What follows belongs to an exercise in optimizing a design on an open flow for small area and a short achievable clock period; a production flow would make more cautious choices.
Function was checked by simulation only, so behaviour that the tests miss may differ from the original.
Power figures rest on the tool's default switching activity, not on a simulated workload.

==> flow/design.v, too long to show whole: its modules and the start of the top module <==
// module wt_mul_top: 1155 lines
module wt_mul_top (
  input  logic        clk,
  input  logic        rst_n,
  input  logic        in_valid,
  input  logic [23:0] a,
  input  logic [23:0] b,
  output logic        out_valid,
  output logic [47:0] product
);
  // ...
==> flow/run.sh <==
#!/bin/bash
# synth_recipe.tcl (not shown) runs the flow's synth.tcl, then flattens the netlist and writes it again
# the make line also repeats each setting of config.mk as NAME=value (left out here)
make -C /OpenROAD-flow-scripts/flow DESIGN_CONFIG=/design/flow/config.mk WORK_HOME=/design/flow/orfs CLKGATE_MAP_FILE= SYNTH_SCRIPT=/design/flow/synth_recipe.tcl finish
==> flow/config.mk <==
export PLATFORM = sky130hd
export DESIGN_NAME = wt_mul_top
export DESIGN_NICKNAME = wt_mul_top
export VERILOG_FILES = /design/flow/design.v
export SDC_FILE = /design/flow/constraint.sdc
export NUM_CORES = 4
export LEC_CHECK = 0
export ABC_AREA = 1
export CAP_MARGIN = 20
export CORE_MARGIN = 2
export CORE_UTILIZATION = 40
export SLEW_MARGIN = 20
==> flow/constraint.sdc <==
create_clock -name core_clock -period 3.0 [get_ports {clk}]
set_input_delay 0.6000 -clock core_clock [delete_from_list [all_inputs] [get_ports {clk}]]
set_output_delay 0.6000 -clock core_clock [all_outputs]
set_load 0.01 [all_outputs]
==> impl_metrics.csv, run 1 <==
group,metric,value,unit
outcome,status,"no timing/DRC/antenna violations",
placement,io_buffers,99,
timing,finClkSkew,0.0150,ns
synth,synth_compound_area_frac,0.0785,
layout,final_area,0.0292,mm^2
synth,ys_types,30,
power,p_leak,14.3,nW
worst_setup_path,worstPathRequired,3.45,ns
grt,busiest_layer,"met2",
timing,grt_setup_unrepaired,"false",
layout,largest-register,"p1",
timing,finalSetupViolations,0,
grt,use_met1,0.320,
worst_setup_path,path_cells,"nor2_1, xor2_1, ha_1, fa_1, inv_1, fa_1",
worst_setup_path,timing.critical_path.to,"p1[154]",
grt,met2_usage,0.341,
floorplan,start_util,0.406,
synth,synth-xor-area-share,0.113,
synth,synth_top_family_by_area,"adder cells",
layout,fin_util,0.461,
layout,seq_share,0.308,
worst_setup_path,critPathBufInv,1,
layout,multi_input_area_share,0.480,
timing,fin_crit_sh,0.840,
placement,placed_cell_area,0.0274,mm^2
clocking,clock_path_buffers,3,
worst_setup_path,path_depth,6,
layout,multi_input_cells,1675,
layout,syn_to_final_growth,13.7,%
floorplan,die_w,257,um
worst_setup_path,slowest_delay,0.70,ns
timing,worst_slack,0.479,ns
worst_setup_path,crit_slowest_cell,"dfxtp_1",
clocking,numCtsBuffers,51,
worst_hold_path,min_to,"r0_q[47]",
floorplan,ioPinCount,100,
synth,netlist.area_leader.share,0.350,
power,p_sw_frac,0.414,
clocking,cts_resized,0,
timing,min_period,2.52,ns
timing,worstMarginPinSlew,0.957,ns
synth,synthAdderAreaFrac,0.241,
clocking,cts_tree,"yes",
==> inputs of run 2 (changes only) <==
--- a/flow/config.mk
+++ b/flow/config.mk
@@ -10,3 +10,4 @@
 export CORE_MARGIN = 2
-export CORE_UTILIZATION = 40
+export CORE_UTILIZATION = 65
+export PLACE_DENSITY = 0.75
 export SLEW_MARGIN = 20
==> run 2 against run 1 <==
Cell area is 2.4% lower. Clock skew is 0.0051 ns higher. Worst hold slack better by 0.0078 ns. Via count is 4.3% higher. First-iteration DRC count is 31% higher. Cell count is 9.1% lower. Combinational power is 3% higher. Largest cell class unchanged. Non-clock buffer count is 5 lower. Power is 0.69% lower.
==> impl_metrics.csv, run 2 <==
group,metric,value,unit
synth,synth_flop_cell,"dfxtp_1",
synth,ys_top_cells_by_count,"549 x inv_1, 448 x dfxtp_1, 441 x nand2_1",
synth,yosys_warnings,1,
layout,fin_util,0.733,
flow_run,timing.max_cap.violations,0,
synth,yosysSeqAreaShare,0.350,
clocking,clk_latency,0.59,ns
drt,drcViolationCount,0,
clocking,cts_resized,0,
worst_setup_path,path_max_fanout,11,
worst_hold_path,hold_path.class,"flop to flop",
clocking,postCtsHoldBufs,0,
synth,ys_types,30,
grt,grt_usage,0.364,
synth,yosysMostFrequentCell,"inv_1",
grt,grt_pass1_wl,114,mm
layout,fill_cells,2887,
synth,ys_ff_latch,448,
timing,worstMarginPinSlew,0.955,ns
worst_setup_path,r2r_end,"p1[81]",
timing,hold_ws,0.329,ns
power,p_per_area,1050,mW/mm^2
placement,dp.cells,3339,
drt,avgRoutedWirePerCell,21.3,um
clocking,cts_tree,"yes",
worst_setup_path,arrival,2.99,ns
grt,grt_max_degree,54,
timing,grt_setup_unrepaired,"false",
floorplan,die_area,0.0410,mm^2
clocking,post_cts_buffers,0,
layout,fin_cells,3425,
layout,largest_reg_flops,182,
synth,synth_edf_count,0,
timing,finalSetupViolations,0,
clocking,root_buffer,"clkbuf_16",
worst_setup_path,timing.critical_path.to,"p1[81]",
worst_setup_path,setup.worst_path.start,"neg[2]",
synth,netlist.area_leader.share,0.350,
synth,synthTopCellsByArea,"dfxtp_1 35%, fa_1 20%, xor2_1 11%",
drt,detail-route-antenna-nets,0,
drt,wirelength,73.0,mm
placement,dp_worst_setup_slack,0.490,ns
placement,io_buffers,99,
layout,syn_to_final_growth,11.0,%
placement,post-dp-hpwl,55.4,mm
clocking,cts.sink_count,448,
layout,largestRegisters,"p1 (182), product (48), r0_q (48)",
layout,fin_nets,3262,
worst_setup_path,r2r_cells,5,
timing,setup_tns,0,ns
layout,final_cell_mix,"549 x inv_1, 448 x dfxtp_1, 441 x nand2_1, 325 x xor2_1, 276 x o22ai_1",
layout,drive_gt1_frac,0.0733,
placement,placed_cell_area,0.0269,mm^2
timing,final_max_slew_viol_count,0,
power,ir_drop,0.000587,V
timing,min_period,2.56,ns
layout,final_area,0.0284,mm^2
drt,drt-initial-drc-count,1907,
synth,syn_area,0.0256,mm^2
outcome,status,"no timing/DRC/antenna violations",
layout,largest-register,"p1",
floorplan,row_count,72,
power,finalPower,30.0,mW
timing,slew_headroom,0.363,
synth,ys_async_sr_fraction,0,
power,p_leak,14.1,nW
clocking,numCtsBuffers,46,
floorplan,die_w,203,um
placement,gp_congestion,0.982,
worst_setup_path,endpoint_kind,"flop",
floorplan,ioPinCount,100,
grt,globalRouteOverflowTotal,0,
clocking,clkTransAtPathRegs,0.06,ns
timing,fmax,391,MHz
worst_setup_path,worst-setup-path-type,"flop to flop",
synth,synth_largest_area_cell,"dfxtp_1",
worst_setup_path,start_kind,"flop",
synth,synth_cells,2830,
floorplan,core_area,0.0388,mm^2
floorplan,die_height,203,um
synth,synth_nets,3223,
clocking,cts_max_level,2,
drt,num_vias,19300,
clocking,clock_path_buffers,3,
worst_setup_path,worstPathRequired,3.43,ns
layout,final_common_cell,"inv_1",
drt,vias_per_cell,5.62,
timing,worst_slack,0.440,ns
synth,synth.avg_cell_area,9.06,um^2
timing,fin_crit_sh,0.853,
timing,hold_viol,0,
floorplan,start_util,0.660,
drt,dr.pass1.iters,6,
timing,finClkSkew,0.0201,ns
grt,grt_pass1_vias,19700,
worst_setup_path,ff2ff_setup_slack,0.44,ns
worst_setup_path,rr_startpoint,"neg[2]",
grt,antenna_found_initial,6,
-- run 2: per-layer routing --
layer	wire length, um	up-vias	global-route usage	part of all wire
li1	-	8743	-	-
met1	29600	9184	0.496	0.41
met2	32900	1108	0.579	0.45
met3	8000	207	0.0841	0.11
met4	2500	10	0.118	0.034
met5	104	-	0.0107	0.0014
-- run 2: cell type report --
type                            instances  area (um^2)  area share
Sequential cell                       448         8970       0.315
Antenna cell                            1         2.50   0.0000880
Clock inverter                         24          250     0.00880
Inverter                              580         2180      0.0765
Timing Repair Buffer                  118         1130      0.0397
Clock buffer                           61         1270      0.0446
Tap cell                              518          648      0.0228
Multi-Input combinational cell       1675        14000       0.492
-- run 2: how the worst min path moves through the flow --
| stage | startpoint | endpoint | cells past startpoint |
|---|---|---|---|
| after detailed placement | p1[181] | r0_q[47] | 0 |
| after CTS | p1[181] | r0_q[47] | 0 |
| after global routing | p1[181] | r0_q[47] | 0 |
| final | p1[181] | r0_q[47] | 0 |
| after floorplan | p1[0] | r0_q[0] | 0 |
| after global placement | p1[1] | r1_q[0] | 0 |
-- run 2: cell families after synthesis --
family / count (synthesis) / share of synthesized area
xor gates and xnor gates: 330 / 0.113
adders and majority gates: 342 / 0.241
DFF: 448 / 0.350
and+or+nand+nor: 678 / 0.114
AOI/OAI and AO/OA: 325 / 0.0785
buffers and inverters: 707 / 0.104
-- run 2: power breakdown --
group | switching, mW | internal, mW | total [mW]
combinational | 9.00 | 5.79 | 14.8
clock | 2.47 | 3.27 | 5.74
sequential | 1.28 | 8.18 | 9.46
-- run 2: critical path, cell delays in order (launching register included) --
cell and delay [ns]:
dfxtp_1 0.61, inv_1 0.44, xor2_1 0.29, fa_1 0.56, inv_1 0.06, fa_1 0.45
==> inputs of run 3 (changes only) <==
--- a/flow/config.mk
+++ b/flow/config.mk
@@ -12,2 +12,3 @@
 export PLACE_DENSITY = 0.75
+export SETUP_SLACK_MARGIN = 0.8
 export SLEW_MARGIN = 20
==> run 3 against run 2 <==
Critical path depth fell by 1. Fmax is 16% higher. Still clean on timing, DRC and antenna. Synthesized cell count unchanged. Largest cell class unchanged. Via count up 0.74%. Largest power group unchanged.
==> impl_metrics.csv, run 3 <==
group,metric,value,unit
outcome,status,"no timing/DRC/antenna violations",
grt,grt_pass1_vias,19900,
worst_setup_path,path_max_fanout,12,
drt,vias_per_cell,5.64,
clocking,clkTransAtPathRegs,0.06,ns
synth,synth_cells,2830,
layout,largestRegisters,"p1 (182), product (48), r0_q (48)",
layout,largest-register,"p1",
floorplan,core_area,0.0388,mm^2
drt,dr.pass1.iters,5,
clocking,clock_path_buffers,3,
floorplan,row_count,72,
synth,synthAdderAreaFrac,0.241,
flow_run,timing.max_cap.violations,0,
timing,hold_viol,0,
drt,num_vias,19400,
grt,grt_max_degree,54,
floorplan,die_area,0.0410,mm^2
synth,yosysMostFrequentCell,"inv_1",
timing,finalSetupViolations,0,
placement,post-dp-hpwl,55.4,mm
synth,ys_types,30,
synth,synth_nets,3223,
worst_setup_path,ff2ff_setup_slack,0.79,ns
grt,grt_pass1_wl,114,mm
synth,syn_area,0.0256,mm^2
synth,synth_flop_cell,"dfxtp_1",
synth,synthTopCellsByArea,"dfxtp_1 35%, fa_1 20%, xor2_1 11%",
synth,synth_top_family_by_area,"adder cells",
drt,avgRoutedWirePerCell,21.4,um
drt,wirelength,73.6,mm
timing,fin_crit_sh,0.738,
worst_setup_path,start_kind,"flop",
clocking,root_buffer,"clkbuf_16",
grt,grt_usage,0.365,
layout,seq_area,0.00910,mm^2
layout,largest_reg_flops,182,
worst_setup_path,crit_family,"adder cells",
timing,hold_ws,0.329,ns
layout,fin_util,0.741,
synth,synth_edf_count,0,
synth,ys_top_cells_by_count,"549 x inv_1, 448 x dfxtp_1, 441 x nand2_1",
power,seqPwrFrac,0.316,
timing,fmax,452,MHz
layout,fin_nets,3278,
worst_setup_path,path_cells,"o22ai_1, xor2_1, fa_1, fa_1",
synth,netlist.area_leader.share,0.350,
timing,finClkSkew,0.0179,ns
floorplan,die_height,203,um
clocking,postCtsHoldBufs,0,
synth,synth.avg_cell_area,9.06,um^2
clocking,cts_max_level,2,
synth,yosysSeqAreaShare,0.350,
worst_setup_path,critPathBufInv,0,
power,internal_power,17.3,mW
placement,io_buffers,99,
layout,fill_cells,2851,
clocking,cts.sink_count,448,
power,clock_power_share,0.191,
synth,yosys.area_share.simple,0.114,
drt,drcViolationCount,0,
placement,dp_worst_setup_slack,0.490,ns
clocking,cts_tree,"yes",
clocking,clk_latency,0.59,ns
power,netSwitchingPower,12.8,mW
power,comb_power_share,0.493,
timing,grt_setup_unrepaired,"false",
synth,yosys_warnings,1,
power,p_leak,14.2,nW
power,finalPower,30.0,mW
worst_setup_path,endpoint_kind,"flop",
clocking,numCtsBuffers,46,
worst_setup_path,critPathMostFrequentCell,"fa_1",
timing,setup_tns,0,ns
worst_setup_path,worstPathRequired,3.45,ns
drt,drt-initial-drc-count,1888,
layout,final_common_cell,"inv_1",
timing,final_max_slew_viol_count,0,
grt,globalRouteOverflowTotal,0,
worst_setup_path,arrival,2.67,ns
worst_hold_path,hold_path.class,"flop to flop",
layout,syn_to_final_growth,12.2,%
power,ir_drop,0.000597,V
timing,worstMarginPinSlew,0.949,ns
power,p_sw_frac,0.425,
floorplan,start_util,0.660,
worst_setup_path,crit_slowest_cell,"dfxtp_1",
synth,ys_ff_latch,448,
worst_setup_path,slowest_delay,0.65,ns
timing,worst_slack,0.785,ns
synth,synth-xor-area-share,0.113,
timing,slew_headroom,0.367,
layout,multiInputGateArea,0.0140,mm^2
synth,synth_compound_area_frac,0.0785,
synth,synthMuxAreaShare,0,
floorplan,ioPinCount,100,
floorplan,die_w,203,um
timing,min_period,2.21,ns
drt,detail-route-antenna-nets,0,
synth,ys_async_sr_fraction,0,
synth,synth_largest_area_cell,"dfxtp_1",
worst_setup_path,worst-setup-path-type,"flop to flop",
placement,gp_congestion,0.982,
layout,drive_gt1_frac,0.115,
layout,final_cell_mix,"545 x inv_1, 441 x nand2_1, 351 x dfxtp_1, 322 x xor2_1, 275 x o22ai_1",
grt,antenna_found_initial,3,
power,p_per_area,1040,mW/mm^2
run 3: changes by cell type in the layout (fill, tap and decap cells not counted), sizes merged:
| cell | before | now |
|---|---|---|
| buf | 20 | 36 |
| clkinvlp | 3 | 7 |
| inv | 584 | 580 |
run 3: area by class of cell:
| type | instances | area share |
|---|---|---|
| inverters | 580 | 0.0766 |
| diodes | 1 | 0.0000870 |
| well taps | 518 | 0.0225 |
| multi-input cells | 1675 | 0.488 |
| clock buffers | 61 | 0.0441 |
| repair buffers | 134 | 0.0436 |
| flip-flops and latches | 448 | 0.316 |
| clock inverters | 24 | 0.00870 |
run 3: what timing repair did:
item,4_1_cts,5_1_grt
gates cloned,0,0
gates resized for setup,57,60
pin swaps,0,1
setup buffers,8,8
endpoints found under the setup margin,78,61
run 3: worst register-to-register path, stage by stage (launching register included):
cell and delay (ns):
dfxtp_1 0.65, o22ai_1 0.20, xor2_1 0.20, fa_1 0.51, fa_1 0.53
run 3: routing by layer:
metal  share of wire  wire length, um  global-route usage  vias to the layer above
met5               0                0             0.00119                        -
met4           0.038             2810               0.128                        0
met3            0.11             8390              0.0827                      209
met2            0.45            33100               0.578                     1191
met1            0.40            29400               0.497                     9220
li1                -                -                   -                     8775
run 3: path summary, 6_finish.rpt:
check           from        to  cells past startpoint
max          a_n1[2]    p1[28]                      4
min          p1[181]  r0_q[47]                      0
max reg2reg  a_n1[2]    p1[28]                      4
min reg2reg  p1[181]  r0_q[47]                      0
run 3: kinds of logic (layout without fill, tap and decap cells):
| family | Yosys count | count (layout) |
|---|---|---|
| XOR/XNOR | 330 | 330 |
| flip-flops | 448 | 448 |
| other | 0 | 1 |
| buffers and inverters | 707 | 799 |
| AO/OA/AOI/OAI | 325 | 325 |
| adder cells (fa/ha/maj) | 342 | 342 |
| AND/OR/NAND/NOR | 678 | 678 |
run 3: per-stage QoR:
stage	instances	instance area, um^2
global placement	3339	26900
floorplan	2830	25600
finish	3441	28800
detailed placement	3339	26900
CTS	3432	28600
global route	3440	28800
run 3: power groups by stage:
stage,combinational (mW),clock [mW],sequential (mW)
5_1_grt,16.8,6.02,9.60
2_1_floorplan,9.64,0,9.01
3_5_place_dp,14.4,0,9.48
4_1_cts,14.8,5.79,9.42
3_3_place_gp,13.6,0,9.40
6_report,14.8,5.75,9.48
==> inputs of run 4 (changes only) <==
==> flow/flow/run.sh (new file) <==
#!/bin/bash
# Own flow: the standard synthesis; then netopt.py removes inverters from the netlist by
# flipping full adders (self-dual) and swapping xor2/xnor2 (no flip-flop is touched);
# then the standard layout, with buf_2 as the port buffer.
set -euo pipefail
R=orfs/results/${FLOW_PLATFORM}/wt_mul_top/base
bash standard.sh synth > synth.log 2>&1
cp "$R/1_2_yosys.v" netlist_standard.v
python3 flow/netopt.py netlist_standard.v netlist_opt.v > netopt.log 2>&1
cp netlist_opt.v "$R/1_2_yosys.v"
touch "$R/1_2_yosys.v"
export BUFFER_PORTS_ARGS="-buffer_cell sky130_fd_sc_hd__buf_2"
bash standard.sh finish > layout.log 2>&1
==> flow/flow/netopt.py (new file) <==
#!/usr/bin/env python3
"""Remove inverters from a mapped sky130hd netlist by choosing signal polarities.

A full adder is self-dual: complementing its three inputs complements both outputs, so
each fa cell may be flipped. An xor2/xnor2 cell absorbs any inversion on its inputs or
output by swapping between the two types. Every other pin keeps the polarity it had.
The script picks flips that need the fewest inverters, removes every inverter and adds
one back (inv_1) for each signal some pin needs complemented. Logic is unchanged, and
no flip-flop is touched.

usage: netopt.py IN.v OUT.v
"""
import re, sys, random

src = open(sys.argv[1]).read()
m = re.search(r'^(.*?\);\n)(.*)(endmodule\s*)$', src, re.S)
head, body, tail = m.group(1), m.group(2), m.group(3)

OUTS = {'X', 'Y', 'Q', 'Q_N', 'SUM', 'COUT', 'HI', 'LO'}
inst_re = re.compile(r'^\s*(sky130_fd_sc_hd__\w+)\s+(\\\S+ |\S+)\s*\((.*?)\);\s*$', re.S | re.M)
pin_re = re.compile(r'\.(\w+)\(\s*(\\\S+ |[^()\s]+)\s*\)')

decls = []
cells = []
pos = 0
for mm in inst_re.finditer(body):
    pre = body[pos:mm.start()]
    for l in pre.splitlines():
        if l.strip():
            decls.append(l)
    pos = mm.end()
    typ, name, pins = mm.group(1), mm.group(2), mm.group(3)
    pd = {p: n.strip() for p, n in pin_re.findall(pins)}
    cells.append([typ, name, pd])
rest = body[pos:]
for l in rest.splitlines():
    if l.strip():
        assert not l.strip().startswith('assign'), l
        decls.append(l)
assert not any(l.strip().startswith('assign') for l in decls)

# output ports (fixed loads)
outports = []
for l in head.splitlines() + decls:
    mo = re.match(r'\s*output\s+(\[(\d+):(\d+)\]\s+)?(\S+);', l)
    if mo:
        if mo.group(1):
            hi, lo = int(mo.group(2)), int(mo.group(3))
            outports += [f'{mo.group(4)}[{i}]' for i in range(lo, hi + 1)]
        else:
            outports.append(mo.group(4))

def short(t): return t.replace('sky130_fd_sc_hd__', '')
is_inv = lambda t: re.match(r'(inv|clkinv)_\d+$', short(t)) is not None
is_fa = lambda t: re.match(r'fa_\d+$', short(t)) is not None
is_xor = lambda t: re.match(r'x(n?)or2_\d+$', short(t)) is not None

drv = {}
for ci, (t, n, pd) in enumerate(cells):
    for p, net in pd.items():
        if p in OUTS:
            drv[net] = (ci, p)

def resolve(net):
    par = 0
    seen = 0
    while net in drv and is_inv(cells[drv[net][0]][0]):
        net = cells[drv[net][0]][2]['A']
        par ^= 1
        seen += 1
        assert seen < 100
    return net, par

# loads: list of (kind, cell index or None, pin, base, parity)
loads = {}
def addload(base, item):
    loads.setdefault(base, []).append(item)
for ci, (t, n, pd) in enumerate(cells):
    if is_inv(t):
        continue
    for p, net in pd.items():
        if p in OUTS:
            continue
        b, par = resolve(net)
        addload(b, (ci, p, par))
for op in outports:
    b, par = resolve(op)
    if (b, par) != (op, 0):
        addload(b, (None, op, par))

fa_cells = [ci for ci, c in enumerate(cells) if is_fa(c[0])]
xor_cells = [ci for ci, c in enumerate(cells) if is_xor(c[0])]
flip = {ci: 0 for ci in fa_cells}
opol = {ci: 0 for ci in xor_cells}

def dpol(base):
    if base in drv:
        ci, p = drv[base]
        if ci in flip: return flip[ci]
        if ci in opol: return opol[ci]
    return 0

def need(base):
    """0: none, 1: an inverter needed"""
    d = dpol(base)
    for ci, p, par in loads.get(base, []):
        if ci is not None and ci in opol:
            continue
        r = par ^ (flip[ci] if ci is not None and ci in flip else 0)
        if r != d:
            return 1
    return 0

bases = set(loads)
def cost(): return sum(need(b) for b in bases)

# signals touched by a variable
def touched(ci):
    s = set()
    t, n, pd = cells[ci]
    for p, net in pd.items():
        if p in OUTS:
            s.add(net)
        else:
            s.add(resolve(net)[0])
    return s

touch = {ci: touched(ci) for ci in fa_cells + xor_cells}
base_cost = cost()
best = None
random.seed(1)
for restart in range(6):
    if restart:
        for ci in fa_cells: flip[ci] = random.randint(0, 1)
        for ci in xor_cells: opol[ci] = random.randint(0, 1)
    improved = True
    while improved:
        improved = False
        order = fa_cells + xor_cells
        random.shuffle(order)
        for ci in order:
            var = flip if ci in flip else opol
            before = sum(need(b) for b in touch[ci])
            var[ci] ^= 1
            after = sum(need(b) for b in touch[ci])
            if after < before:
                improved = True
            elif after > before or random.random() < 0.5:
                var[ci] ^= 1
    c = cost()
    if best is None or c < best[0]:
        best = (c, dict(flip), dict(opol))
c, flip, opol = best
n_inv_before = sum(1 for t, n, pd in cells if is_inv(t))
print(f'inverters before {n_inv_before} (distinct signals {base_cost}), after {c}', file=sys.stderr)

# ---- rewrite
invnet = {}
new_cells = []
k = [0]
def lit(base, r):
    """net carrying base with physical polarity r"""
    if r == dpol(base):
        return base
    if base not in invnet:
        k[0] += 1
        nn = f'_ninv{k[0]}_'
        invnet[base] = nn
        new_cells.append(['sky130_fd_sc_hd__inv_1', f'_ninvc{k[0]}_', {'A': base, 'Y': nn}])
    return invnet[base]

out_cells = []
for ci, (t, n, pd) in enumerate(cells):
    if is_inv(t):
        continue
    npd = {}
    if ci in opol:
        kpar = 1 if 'xnor' in t else 0
        for p, net in pd.items():
            if p in OUTS:
                npd[p] = net
            else:
                b, par = resolve(net)
                npd[p] = b
                kpar ^= dpol(b) ^ par
        kpar ^= opol[ci]
        t = re.sub(r'x(n?)or2', 'xnor2' if kpar else 'xor2', t)
        outnet = npd.pop('X', None) or npd.pop('Y')
        npd['Y' if kpar else 'X'] = outnet
    else:
        f = flip.get(ci, 0)
        for p, net in pd.items():
            if p in OUTS:
                npd[p] = net
            else:
                b, par = resolve(net)
                npd[p] = lit(b, par ^ f)
    out_cells.append([t, n, npd])
# output ports that were driven through inverters
port_fix = []
for op in outports:
    b, par = resolve(op)
    if (b, par) != (op, 0):
        port_fix.append((op, b, par))
# ports: the port net itself must be driven; reconnect the driver
for op, b, par in port_fix:
    raise SystemExit(f'output port {op} driven through an inverter: not handled')

# drop wire declarations of removed inverter outputs? keep them (unused wires are harmless)
lines = [head]
lines += [l for l in decls]
for nn in invnet.values():
    lines.append(f'  wire {nn};')
for t, n, pd in out_cells + new_cells:
    pins = ',\n'.join(f'    .{p}({net}' + (' ' if net.startswith('\\') else '') + ')' for p, net in pd.items())
    lines.append(f'  {t} {n} (\n{pins}\n  );')
lines.append(tail)
open(sys.argv[2], 'w').write('\n'.join(lines))

if len(sys.argv) > 3:
    import collections
    cnt = collections.Counter()
    for b in bases:
        if need(b):
            d = drv.get(b)
            dt = short(cells[d[0]][0]) + '.' + d[1] if d else 'port'
            ls = set()
            for ci, p, par in loads[b]:
                if ci is None: ls.add('port'); continue
                if ci in opol: continue
                r = par ^ (flip[ci] if ci in flip else 0)
                if r != dpol(b): ls.add(short(cells[ci][0]) + '.' + p)
            cnt[(dt, tuple(sorted(ls)))] += 1
    for k_, v in cnt.most_common(25): print(v, k_, file=sys.stderr)
==> flow/standard.sh (new file) <==
#!/bin/bash
# synth_recipe.tcl (not shown) runs the flow's synth.tcl, then flattens the netlist and writes it again
# the make line also repeats each setting of config.mk as NAME=value (left out here)
make -C /OpenROAD-flow-scripts/flow DESIGN_CONFIG=/design/flow/config.mk WORK_HOME=/design/flow/orfs CLKGATE_MAP_FILE= SYNTH_SCRIPT=/design/flow/synth_recipe.tcl "${@:-finish}"
--- a/flow/config.mk
+++ b/flow/config.mk
@@ -11,2 +11,3 @@
 export CORE_UTILIZATION = 65
+export CTS_BUF_LIST = sky130_fd_sc_hd__clkbuf_8
 export PLACE_DENSITY = 0.75
removed: flow/run.sh
==> run 4 against run 3 <==
Still clean. Die area shrank 3.3%. Via count shrank 5.6%. Power fell by 3.8%. Largest power group unchanged.
==> impl_metrics.csv, run 4 <==
group,metric,value,unit
layout,final_area,0.0275,mm^2
layout,final_cell_mix,"441 x nand2_1, 358 x inv_1, 340 x dfxtp_1, 276 x o22ai_1, 253 x fa_1",
worst_setup_path,path_depth,5,
worst_setup_path,ff2ff_setup_slack,0.79,ns
grt,use_met1,0.494,
grt,antenna_found_initial,5,
worst_hold_path,hold_depth,2,
power,finalPower,28.9,mW
timing,setup_tns,0,ns
worst_setup_path,crit_family,"adder cells",
timing,fin_crit_sh,0.737,
power,ir_drop,0.000471,V
timing,worst_slack,0.789,ns
timing,hold_viol,0,
synth,yosys_warnings,1,
drt,wirelength,69.3,mm
layout,largestRegisters,"p1 (182), product (48), r0_q (48)",
worst_hold_path,hold_path_startpoint,"a[13]",
placement,gp_congestion,0.962,
timing,fmax,452,MHz
worst_setup_path,r2r_end,"p1[105]",
floorplan,start_util,0.659,
timing,finalSetupViolations,0,
worst_setup_path,path_cells,"clkinvlp_4, buf_4, xnor2_1, fa_1, fa_1",
clocking,clock_path_buffers,3,
clocking,numCtsBuffers,75,
clocking,cts_tree,"yes",
drt,drcViolationCount,0,
worst_setup_path,crit_slowest_cell,"fa_1",
placement,io_buffers,99,
worst_setup_path,r2r_cells,5,
worst_setup_path,path_max_fanout,7,
power,p_per_area,1050,mW/mm^2
floorplan,row_count,71,
drt,drt-initial-drc-count,1506,
grt,grt_pass1_vias,18600,
timing,min_period,2.21,ns
synth,syn_area,0.0248,mm^2
drt,dr.pass1.iters,7,
layout,final_common_cell,"nand2_1",
placement,placed_cell_area,0.0256,mm^2
timing,grt_setup_unrepaired,"true",
placement,dp_worst_setup_slack,0.504,ns
timing,final_max_slew_viol_count,0,
grt,grt_pass1_wl,106,mm
floorplan,core_area,0.0376,mm^2
timing,slew_headroom,0.511,
drt,detail-route-antenna-nets,0,
layout,fin_util,0.731,
floorplan,die_area,0.0397,mm^2
placement,post-dp-hpwl,52.7,mm
worst_setup_path,critPathMostFrequentCell,"fa_1",
timing,worstMarginPinSlew,0.733,ns
synth,synth_nets,2991,
power,p_leak,13.1,nW
clocking,clkTransAtPathRegs,0.06,ns
drt,vias_per_cell,5.62,
worst_setup_path,arrival,2.73,ns
layout,syn_to_final_growth,10.9,%
synth,synth_cells,2598,
clocking,cts_max_level,3,
layout,largest-register,"p1",
worst_setup_path,endpoint_kind,"flop",
worst_setup_path,worst-setup-path-type,"flop to flop",
worst_setup_path,rr_startpoint,"neg[5]",
floorplan,die_w,199,um
clocking,cts.sink_count,448,
worst_setup_path,slowest_delay,0.53,ns
clocking,root_buffer,"clkbuf_8",
layout,drive_gt1_frac,0.167,
grt,grt_max_degree,23,
layout,largest_reg_flops,182,
floorplan,ioPinCount,100,
layout,fin_nets,3081,
grt,met2_usage,0.552,
outcome,status,"no timing/DRC/antenna violations",
floorplan,die_height,199,um
worst_setup_path,worstPathRequired,3.51,ns
worst_hold_path,min_to,"a_n[13]",
timing,finClkSkew,0.0376,ns
grt,use_met3,0.102,
worst_hold_path,hold_path.class,"input pin to flop",
drt,num_vias,18300,
worst_setup_path,critPathBufInv,2,
synth,synth.avg_cell_area,9.53,um^2
worst_setup_path,start_kind,"flop",
clocking,clk_latency,0.66,ns
flow_run,timing.max_cap.violations,0,
grt,busiest_layer,"met2",
drt,avgRoutedWirePerCell,21.3,um
grt,grt_usage,0.362,
grt,globalRouteOverflowTotal,0,
## run 4: changes by cell type in the layout (fill, tap and decap cells not counted), sizes merged
cell	previous run	this run
inv	580	360
buf	36	140
xnor2	5	105
xor2	325	225
clkdlybuf4s50	98	0
clkbuf	61	98
clkinvlp	7	10
clkinv	14	12
bufinv	3	2
## run 4: report_power, final
group	switching [mW]	internal, mW	total, mW
clock	2.50	3.12	5.62
combinational	8.32	5.45	13.8
sequential	1.32	8.21	9.53
total	12.1	16.8	28.9
## run 4: cell type report
cell class,count,area (um^2)
antenna,1,2.50
clock buffer,98,1350
clock inverter,36,239
fill,2752,10100
inverter,348,1320
multi-input combinational,1675,14000
sequential,448,9110
tap,511,639
timing repair buffer,140,803
## run 4: what timing repair did
item                       CTS  global route
cloned                       0             0
buffers inserted            12             4
hold buffers                 0             0
resized for setup           61            54
setup endpoints to repair   89            60
## run 4: layer usage
metal	part of all wire	up-vias
met5	0.00039	-
met1	0.41	8783
met2	0.45	986
met3	0.11	142
li1	-	8400
met4	0.031	4
## run 4: worst max path at each step
stage | slack (ns) | end | startpoint
finish | 0.79 | p1[105] | neg[5]
global route | 0.77 | p1[138] | two_n1[6]
CTS | 0.75 | p1[138] | a_n[23]
detailed placement | 0.50 | p1[123] | neg[5]
global placement | 0.48 | p1[49] | neg[1]
floorplan | 0.82 | p1[106] | a_n[1]
## run 4: stage by stage
| step | cells | hold slack, ns |
|---|---|---|
| finish | 3257 | 0.102 |
| CTS | 3252 | 0.0724 |
| global placement | 3106 | 0.312 |
| floorplan | 2598 | 0.310 |
| detailed placement | 3106 | 0.313 |
| global route | 3256 | 0.104 |
## run 4: worst register-to-register path, delay by kind of cell, from the launching register on
family,cells,cell delay [ns]
xor gates and xnor gates,1,0.23
adders and majority gates,2,1.01
buffers and inverters,2,0.39
DFF,1,0.43
==> inputs of run 5 (changes only) <==
--- a/flow/config.mk
+++ b/flow/config.mk
@@ -10,6 +10,5 @@
 export CORE_MARGIN = 2
-export CORE_UTILIZATION = 65
-export CTS_BUF_LIST = sky130_fd_sc_hd__clkbuf_8
-export PLACE_DENSITY = 0.75
-export SETUP_SLACK_MARGIN = 0.8
+export CORE_UTILIZATION = 72
+export PLACE_DENSITY = 0.85
+export SETUP_SLACK_MARGIN = 0.9
 export SLEW_MARGIN = 20
==> run 5 against run 4 <==
Clock power grew 6.6%. Sequential power grew 1%. Die area shrank 9.5%. Worst hold slack gained 0.052 ns. Sequential cell count is the same. Clock skew grew 0.0023 ns. Power grew 3.3%. Sequential share of layout area grew 0.061 points. Synthesized cell count is the same. Largest power group unchanged. Highest routed layer unchanged.
==> impl_metrics.csv, run 5 <==
group,metric,value,unit
outcome,status,"no timing/DRC/antenna violations",
drt,drt-initial-drc-count,2071,
grt,grt_max_degree,37,
clocking,cts_tree,"yes",
worst_setup_path,rr_startpoint,"a_n[18]",
worst_hold_path,hold_path.class,"input pin to flop",
floorplan,die_area,0.0359,mm^2
worst_setup_path,worstPathRequired,3.46,ns
grt,grt_usage,0.413,
layout,final_cell_mix,"440 x nand2_1, 343 x inv_1, 333 x dfxtp_1, 266 x o22ai_1, 249 x fa_1",
power,p_per_area,1070,mW/mm^2
timing,finClkSkew,0.0399,ns
layout,largest_reg_flops,182,
worst_setup_path,worst-setup-path-type,"flop to flop",
timing,grt_setup_unrepaired,"true",
clocking,clkTransAtPathRegs,0.06,ns
drt,detail-route-antenna-nets,0,
worst_setup_path,start_kind,"flop",
drt,num_vias,19400,
floorplan,die_w,189,um
floorplan,row_count,67,
grt,grt_pass1_vias,19700,
drt,wirelength,74.3,mm
grt,met2_usage,0.668,
layout,largest-register,"p1",
floorplan,core_area,0.0337,mm^2
layout,final_common_cell,"nand2_1",
worst_setup_path,setup.worst_path.start,"a_n[18]",
layout,fin_nets,3063,
timing,fin_crit_sh,0.718,
floorplan,start_util,0.735,
timing,slew_headroom,0.542,
timing,worst_slack,0.845,ns
clocking,root_buffer,"clkbuf_16",
synth,yosys_warnings,1,
drt,dr.pass1.iters,8,
worst_hold_path,hold_path_startpoint,"a[19]",
grt,busiest_layer,"met2",
worst_setup_path,arrival,2.61,ns
placement,post-dp-hpwl,52.5,mm
synth,synth_nets,2991,
grt,use_met1,0.519,
power,finalPower,29.9,mW
worst_setup_path,path_max_fanout,10,
floorplan,die_height,189,um
clocking,cts_max_level,2,
clocking,clock_path_buffers,3,
timing,setup_tns,0,ns
timing,hold_ws,0.153,ns
layout,syn_to_final_growth,12.7,%
drt,avgRoutedWirePerCell,23.6,um
layout,fill_cells,1928,
timing,hold_viol,0,
placement,gp_congestion,1.01,
grt,grt_pass1_wl,112,mm
grt,antenna_found_initial,3,
synth,syn_area,0.0248,mm^2
timing,min_period,2.15,ns
floorplan,ioPinCount,100,
power,p_leak,13.2,nW
timing,final_max_slew_viol_count,0,
drt,vias_per_cell,6.14,
power,ir_drop,0.000671,V
timing,finalSetupViolations,0,
grt,use_met3,0.123,
placement,dp_worst_setup_slack,0.515,ns
layout,fin_util,0.828,
layout,drive_gt1_frac,0.172,
layout,largestRegisters,"p1 (182), product (48), r0_q (48)",
layout,multiInputGateArea,0.0142,mm^2
worst_setup_path,endpoint_kind,"flop",
placement,io_buffers,99,
synth,synth.avg_cell_area,9.53,um^2
flow_run,timing.max_cap.violations,0,
clocking,clk_latency,0.60,ns
layout,seq_area,0.00927,mm^2
clocking,cts.sink_count,448,
clocking,numCtsBuffers,45,
timing,fmax,464,MHz
drt,drcViolationCount,0,
timing,worstMarginPinSlew,0.687,ns
grt,globalRouteOverflowTotal,0,
synth,synth_cells,2598,
-- run 5: cell type report --
class,instances,area share
inverter,348,0.0474
tap,448,0.0201
multi-input combinational,1675,0.509
antenna,1,0.0000897
clock inverter,22,0.00942
sequential,448,0.332
timing repair buffer,152,0.0345
clock buffer,62,0.0474
-- run 5: critical path, cell delays in order, from the launching register on --
cell and delay, ns:
dfxtp_4 0.40, o22ai_1 0.31, xnor2_2 0.20, fa_1 0.54, fa_1 0.52, inv_1 0.06
-- run 5: metrics by stage --
| step | std cells | area (um^2) |
|---|---|---|
| after floorplan | 2598 | 24800 |
| after global placement | 3042 | 25500 |
| after detailed placement | 3042 | 25500 |
| after CTS | 3147 | 27500 |
| after global routing | 3155 | 27900 |
| final | 3156 | 27900 |
-- run 5: path summary, 6_finish.rpt --
check / slack (ns) / cells past startpoint / endpoint
worst max register to register: 0.85 / 5 / p1[55]
worst min-delay path: 0.15 / 2 / a_n[19]
worst max-delay path: 0.85 / 5 / p1[55]
worst min register to register: 0.32 / 0 / r1_q[0]
-- run 5: layer usage --
layer | up-vias | wire length (um)
met3 | 347 | 10000
li1 | 8348 | -
met5 | - | 46
met2 | 1462 | 33900
met4 | 4 | 3860
met1 | 9230 | 26400
-- run 5: timing repair --
| item | in CTS | in global routing |
|---|---|---|
| gates resized for setup | 137 | 83 |
| buffers inserted | 21 | 8 |
| pin swaps | 2 | 18 |
| hold buffers | 0 | 0 |
| setup endpoints to repair | 122 | 33 |
-- run 5: where the power goes --
group          internal (mW)  total, mW  switching, mW  leakage (nW)
combinational           5.60       14.2           8.64          8.61
sequential              8.18       9.64           1.46          3.78
clock                   3.54       5.99           2.45         0.777
total                   17.3       29.9           12.6          13.2
==> inputs of run 6 (changes only) <==
--- a/flow/config.mk
+++ b/flow/config.mk
@@ -8,7 +8,7 @@
 export ABC_AREA = 1
-export CAP_MARGIN = 20
+export CAP_MARGIN = 0
 export CORE_MARGIN = 2
-export CORE_UTILIZATION = 72
-export PLACE_DENSITY = 0.85
+export CORE_UTILIZATION = 65
+export PLACE_DENSITY = 0.75
 export SETUP_SLACK_MARGIN = 0.9
-export SLEW_MARGIN = 20
+export SLEW_MARGIN = 0
==> run 6 against run 5 <==
Synthesized cell count unchanged. Fmax grew 1.7%. Routed wire length down 5.9%. Cell count is 1.6% higher. Core utilization shrank 9.1 points. Highest routed layer is now met4. Still clean. Clock power down 4.5%. Worst hold slack improved by 0.0091 ns. Synthesized area is the same. Cell area is 0.69% lower.
==> impl_metrics.csv, run 6 <==
group,metric,value,unit
outcome,status,"no timing/DRC/antenna violations",
drt,highest_layer,"met4",
clocking,clkTransAtPathRegs,0.06,ns
timing,setup_tns,0,ns
worst_setup_path,path_cells,"buf_2, buf_4, nor2_1, fa_1, fa_1",
layout,antennaDiodeCount,0,
clocking,cts_tree,"yes",
drt,dr.pass1.iters,9,
worst_setup_path,rr_startpoint,"b23_n",
timing,worstMarginPinSlew,0.909,ns
synth,yosys_warnings,1,
drt,detail-route-antenna-nets,0,
layout,largest_reg_flops,182,
timing,fmax,472,MHz
layout,final_common_cell,"nand2_1",
synth,syn_area,0.0248,mm^2
layout,final_cell_mix,"441 x nand2_1, 342 x inv_1, 335 x dfxtp_1, 274 x o22ai_1, 248 x fa_1",
drt,drcViolationCount,0,
placement,post-dp-hpwl,52.4,mm
worst_setup_path,path_max_fanout,12,
timing,slew_headroom,0.394,
floorplan,row_count,71,
floorplan,ioPinCount,100,
flow_run,timing.max_cap.violations,0,
grt,grt_usage,0.360,
floorplan,start_util,0.659,
worst_hold_path,hold_path.class,"input pin to flop",
worst_hold_path,min_to,"a_n[17]",
timing,final_max_slew_viol_count,0,
clocking,postCtsHoldBufs,0,
power,ir_drop,0.000543,V
power,p_per_area,1050,mW/mm^2
worst_setup_path,critPathBufInv,2,
synth,synth.avg_cell_area,9.53,um^2
grt,globalRouteOverflowTotal,0,
layout,drive_gt1_frac,0.165,
worst_setup_path,endpoint_kind,"flop",
worst_setup_path,r2r_end,"p1[118]",
synth,synth_nets,2991,
worst_setup_path,arrival,2.57,ns
floorplan,core_area,0.0376,mm^2
worst_setup_path,worstPathRequired,3.45,ns
clocking,root_buffer,"clkbuf_16",
worst_hold_path,hold_path_startpoint,"a[17]",
drt,drt-met1-wl,28.4,mm
layout,final_area,0.0277,mm^2
drt,met2_wirelength,31.4,mm
grt,grt_pass1_wl,106,mm
layout,fin_nets,3056,
power,netSwitchingPower,12.1,mW
layout,largestRegisters,"p1 (182), product (48), r0_q (48)",
worst_setup_path,start_kind,"flop",
clocking,clk_latency,0.58,ns
clocking,numCtsBuffers,45,
drt,drt-initial-drc-count,2097,
power,p_leak,13.0,nW
worst_setup_path,crit_slowest_cell,"fa_1",
drt,vias_per_cell,5.77,
power,p_sw_frac,0.415,
timing,grt_setup_unrepaired,"true",
worst_setup_path,slowest_delay,0.52,ns
power,seqPwrFrac,0.329,
floorplan,die_height,199,um
clocking,cts.sink_count,448,
clocking,cts_max_level,2,
clocking,clock_path_buffers,3,
worst_setup_path,ff2ff_setup_slack,0.88,ns
drt,avgRoutedWirePerCell,21.8,um
timing,finClkSkew,0.0192,ns
grt,grt_pass1_vias,18500,
worst_setup_path,worst-setup-path-type,"flop to flop",
power,internal_power,17.0,mW
layout,largest-register,"p1",
worst_setup_path,crit_family,"adder cells",
grt,grt_max_degree,52,
placement,gp_congestion,1.00,
drt,wirelength,69.9,mm
worst_setup_path,r2r_cells,5,
floorplan,die_area,0.0397,mm^2
timing,fin_crit_sh,0.706,
synth,synth_cells,2598,
placement,io_buffers,99,
worst_hold_path,hold_depth,2,
drt,route.met3.wl,7.59,mm
layout,syn_to_final_growth,11.9,%
timing,min_period,2.12,ns
timing,finalSetupViolations,0,
power,clock_power_share,0.197,
worst_setup_path,critPathMostFrequentCell,"fa_1",
floorplan,die_w,199,um
placement,placed_cell_area,0.0256,mm^2
drt,num_vias,18500,
power,comb_power_share,0.474,
timing,hold_viol,0,
grt,antenna_found_initial,1,
run 6: layer usage:
metal	vias up	GRT usage
li1	8328	-
met1	8868	0.497
met2	1122	0.558
met3	183	0.0837
met4	0	0.128
met5	-	0
run 6: timing repair:
item | CTS | global route
setup buffers | 13 | 12
gates resized for setup | 127 | 71
pin swaps | 0 | 7
setup endpoints to repair | 122 | 37
cloned | 0 | 0
run 6: through the flow:
step	power [mW]	util	instances	worst slack [ns]	hold WS (ns)
2_1_floorplan	18.4	-	2598	0.904	0.310
3_3_place_gp	22.3	0.681	3102	0.491	0.312
3_5_place_dp	23.0	0.681	3102	0.480	0.312
4_1_cts	29.0	0.729	3195	0.824	0.144
5_1_grt	31.3	0.737	3207	0.861	0.159
6_report	29.0	0.737	3207	0.882	0.162
run 6: final cells by class:
class	instances	area, um^2
Tap cell	511	639
Fill cell	2726	9860
Timing Repair Buffer	145	858
Sequential cell	448	9250
Clock buffer	62	1320
Clock inverter	18	186
Inverter	348	1320
Multi-Input combinational cell	1675	14100
run 6: worst register-to-register path: cells and delay by family, from the launching register on:
family | cells | cell delay (ns)
buffers and inverters | 2 | 0.48
DFF | 1 | 0.40
adders and majority gates | 2 | 1.02
and+or+nand+nor | 1 | 0.09
run 6: worst max path at each step:
stage	from	end	slack, ns	depth (start not counted)
6_report	b23_n	p1[118]	0.88	5
5_1_grt	b23_n	p1[122]	0.86	5
4_1_cts	a_n[1]	p1[106]	0.82	6
3_5_place_dp	neg[1]	p1[49]	0.48	4
3_3_place_gp	neg[1]	p1[49]	0.49	4
2_1_floorplan	a_n[1]	p1[106]	0.90	7
run 6: power by group through the flow:
stage / logic, mW / clock network (mW) / registers (mW)
6_report: 13.8 / 5.72 / 9.54
5_1_grt: 15.5 / 6.05 / 9.70
4_1_cts: 13.7 / 5.77 / 9.52
3_5_place_dp: 13.4 / 0 / 9.61
3_3_place_gp: 12.8 / 0 / 9.52
2_1_floorplan: 9.28 / 0 / 9.11
==> inputs of run 7 (changes only) <==
--- a/flow/config.mk
+++ b/flow/config.mk
@@ -8,3 +8,3 @@
 export ABC_AREA = 1
-export CAP_MARGIN = 0
+export CAP_MARGIN = 20
 export CORE_MARGIN = 2
@@ -13,2 +13,2 @@
 export SETUP_SLACK_MARGIN = 0.9
-export SLEW_MARGIN = 0
+export SLEW_MARGIN = 20
==> run 7 against run 6 <==
Synthesized area did not move. Routed wire length unchanged. Largest power group unchanged. Setup slack did not move. Sequential cell count did not move. Critical path type unchanged. Core utilization did not move. Global-route usage is the same. Clock skew did not move. First-iteration DRC count did not move. Sequential power about the same. Via count is the same. Clock power about the same. Still clean on timing, DRC and antenna.
==> impl_metrics.csv, run 7 <==
group,metric,value,unit
layout,largestRegisters,"p1 (182), product (48), r0_q (48)",
drt,num_vias,18500,
floorplan,ioPinCount,100,
layout,final_area,0.0277,mm^2
drt,dr.pass1.iters,9,
power,netSwitchingPower,12.1,mW
floorplan,row_count,71,
worst_setup_path,critPathBufInv,2,
drt,vias_per_cell,5.77,
timing,grt_setup_unrepaired,"true",
worst_setup_path,path_cells,"buf_2, buf_4, nor2_1, fa_1, fa_1",
clocking,cts_tree,"yes",
layout,syn_to_final_growth,11.9,%
worst_setup_path,r2r_end,"p1[118]",
placement,gp_congestion,1.00,
worst_hold_path,hold_path.class,"input pin to flop",
timing,fin_crit_sh,0.706,
outcome,status,"no timing/DRC/antenna violations",
grt,grt_pass1_wl,106,mm
timing,finalSetupViolations,0,
worst_setup_path,slowest_delay,0.52,ns
worst_setup_path,path_depth,5,
layout,largest_reg_flops,182,
power,internal_power,17.0,mW
flow_run,timing.max_cap.violations,0,
power,ir_drop,0.000543,V
drt,avgRoutedWirePerCell,21.8,um
layout,seq_area,0.00925,mm^2
worst_hold_path,hold_depth,2,
clocking,cts.sink_count,448,
placement,io_buffers,99,
layout,final_cell_mix,"441 x nand2_1, 342 x inv_1, 335 x dfxtp_1, 274 x o22ai_1, 248 x fa_1",
timing,setup_tns,0,ns
floorplan,die_w,199,um
layout,drive_gt1_frac,0.165,
synth,syn_area,0.0248,mm^2
clocking,numCtsBuffers,45,
grt,grt_max_degree,52,
worst_setup_path,arrival,2.57,ns
worst_setup_path,endpoint_kind,"flop",
worst_setup_path,r2r_cells,5,
floorplan,die_height,199,um
placement,post-dp-hpwl,52.4,mm
synth,synth_nets,2991,
grt,grt_usage,0.360,
synth,yosys_warnings,1,
placement,placed_cell_area,0.0256,mm^2
clocking,clkTransAtPathRegs,0.06,ns
floorplan,die_area,0.0397,mm^2
worst_setup_path,start_kind,"flop",
layout,multiInputGateArea,0.0141,mm^2
worst_setup_path,crit_slowest_cell,"fa_1",
floorplan,start_util,0.659,
drt,drcViolationCount,0,
power,p_per_area,1050,mW/mm^2
clocking,root_buffer,"clkbuf_16",
timing,slew_headroom,0.394,
worst_setup_path,worst-setup-path-type,"flop to flop",
timing,fmax,472,MHz
timing,hold_viol,0,
drt,detail-route-antenna-nets,0,
worst_hold_path,hold_path_startpoint,"a[17]",
clocking,cts_max_level,2,
synth,synth_cells,2598,
layout,largest-register,"p1",
drt,drt-initial-drc-count,2097,
worst_setup_path,worstPathRequired,3.45,ns
power,p_leak,13.0,nW
power,comb_power_share,0.474,
clocking,clock_path_buffers,3,
worst_setup_path,rr_startpoint,"b23_n",
worst_setup_path,critPathMostFrequentCell,"fa_1",
timing,final_max_slew_viol_count,0,
floorplan,core_area,0.0376,mm^2
grt,antenna_found_initial,1,
worst_setup_path,crit_family,"adder cells",
layout,final_common_cell,"nand2_1",
layout,fill_cells,2726,
layout,fin_util,0.737,
worst_hold_path,min_to,"a_n[17]",
synth,synth.avg_cell_area,9.53,um^2
grt,globalRouteOverflowTotal,0,
timing,min_period,2.12,ns
power,clock_power_share,0.197,
worst_setup_path,ff2ff_setup_slack,0.88,ns
worst_setup_path,setup.worst_path.start,"b23_n",
timing,finClkSkew,0.0192,ns
worst_setup_path,path_max_fanout,12,
power,p_sw_frac,0.415,
timing,worstMarginPinSlew,0.909,ns
power,seqPwrFrac,0.329,
layout,fin_nets,3056,
clocking,clk_latency,0.58,ns
drt,wirelength,69.9,mm
layout,antennaDiodeCount,0,
grt,grt_pass1_vias,18500,
## run 7: cell counts in the layout (fill, tap and decap cells not counted)
Identical to the previous run, type by type.
## run 7: area by class of cell
type	count	share of cell area
Inverter	348	0.0477
Tap cell	511	0.0231
Timing Repair Buffer	145	0.0310
Multi-Input combinational cell	1675	0.510
Clock buffer	62	0.0477
Clock inverter	18	0.00673
Sequential cell	448	0.334
## run 7: timing repair
| item | 4_1_cts | 5_1_grt |
|---|---|---|
| setup buffers | 13 | 12 |
| gates resized for setup | 127 | 71 |
| hold buffers | 0 | 0 |
| cloned | 0 | 0 |
| pin swaps | 0 | 7 |
| endpoints found under the setup margin | 122 | 37 |
## run 7: per-stage QoR
step / cells / power [mW] / worst slack [ns] / hold WS, ns
final: 3207 / 29.0 / 0.882 / 0.162
after global routing: 3207 / 31.3 / 0.861 / 0.159
after CTS: 3195 / 29.0 / 0.824 / 0.144
after detailed placement: 3102 / 23.0 / 0.480 / 0.312
after global placement: 3102 / 22.3 / 0.491 / 0.312
after floorplan: 2598 / 18.4 / 0.904 / 0.310
## run 7: worst max path at each step
stage / slack (ns) / to
floorplan: 0.90 / p1[106]
global placement: 0.49 / p1[49]
detailed placement: 0.48 / p1[49]
CTS: 0.82 / p1[106]
global route: 0.86 / p1[122]
finish: 0.88 / p1[118]
## run 7: routing by layer
layer	vias to the layer above	part of all wire	GRT usage
li1	8328	-	-
met3	183	0.11	0.0837
met1	8868	0.41	0.497
met2	1122	0.45	0.558
met4	0	0.035	0.128
met5	-	0	0
## run 7: power by group through the flow
stage	clock network, mW	registers, mW	logic (mW)
after detailed placement	0	9.61	13.4
after global routing	6.05	9.70	15.5
after floorplan	0	9.11	9.28
after global placement	0	9.52	12.8
final	5.72	9.54	13.8
after CTS	5.77	9.52	13.7

-- separate check: timing with driven ports --
Ports are ideal in the flow. The routed layouts listed here were re-timed in OpenROAD.
Step 1, drivers: a clkbuf_16 drives clk and a buf_2 each remaining input, both assumed.
Step 2 adds t to the input delays and takes it off the output delays; t is the mean of the earliest and latest rising clock arrival at the registers after step 1. Input paths then give back, and output paths get back, about the clock's delay inside the block.
Three values: no drivers, after step 1, after step 2; two values: the first two.
run | shift t [ns] | setup slack, ns | slew at the worst register clock pin (ns) | worst data-port slew with drivers (ns)
run 1 | 0.642 | 0.479 / 0.479 / 0.479 | 0.07 / 0.07 | 0.05
run 2 | 0.635 | 0.440 / 0.440 / 0.440 | 0.07 / 0.07 | 0.06
run 3 | 0.635 | 0.785 / 0.785 / 0.785 | 0.07 / 0.07 | 0.06
run 4 | 0.699 | 0.789 / 0.789 / 0.789 | 0.07 / 0.07 | 0.04
run 5 | 0.633 | 0.845 / 0.845 / 0.845 | 0.07 / 0.07 | 0.07
run 6 | 0.638 | 0.882 / 0.882 / 0.882 | 0.07 / 0.07 | 0.04
run 7 | 0.638 | 0.882 / 0.882 / 0.882 | 0.07 / 0.07 | 0.04
After both steps setup and hold are still met in every run listed.
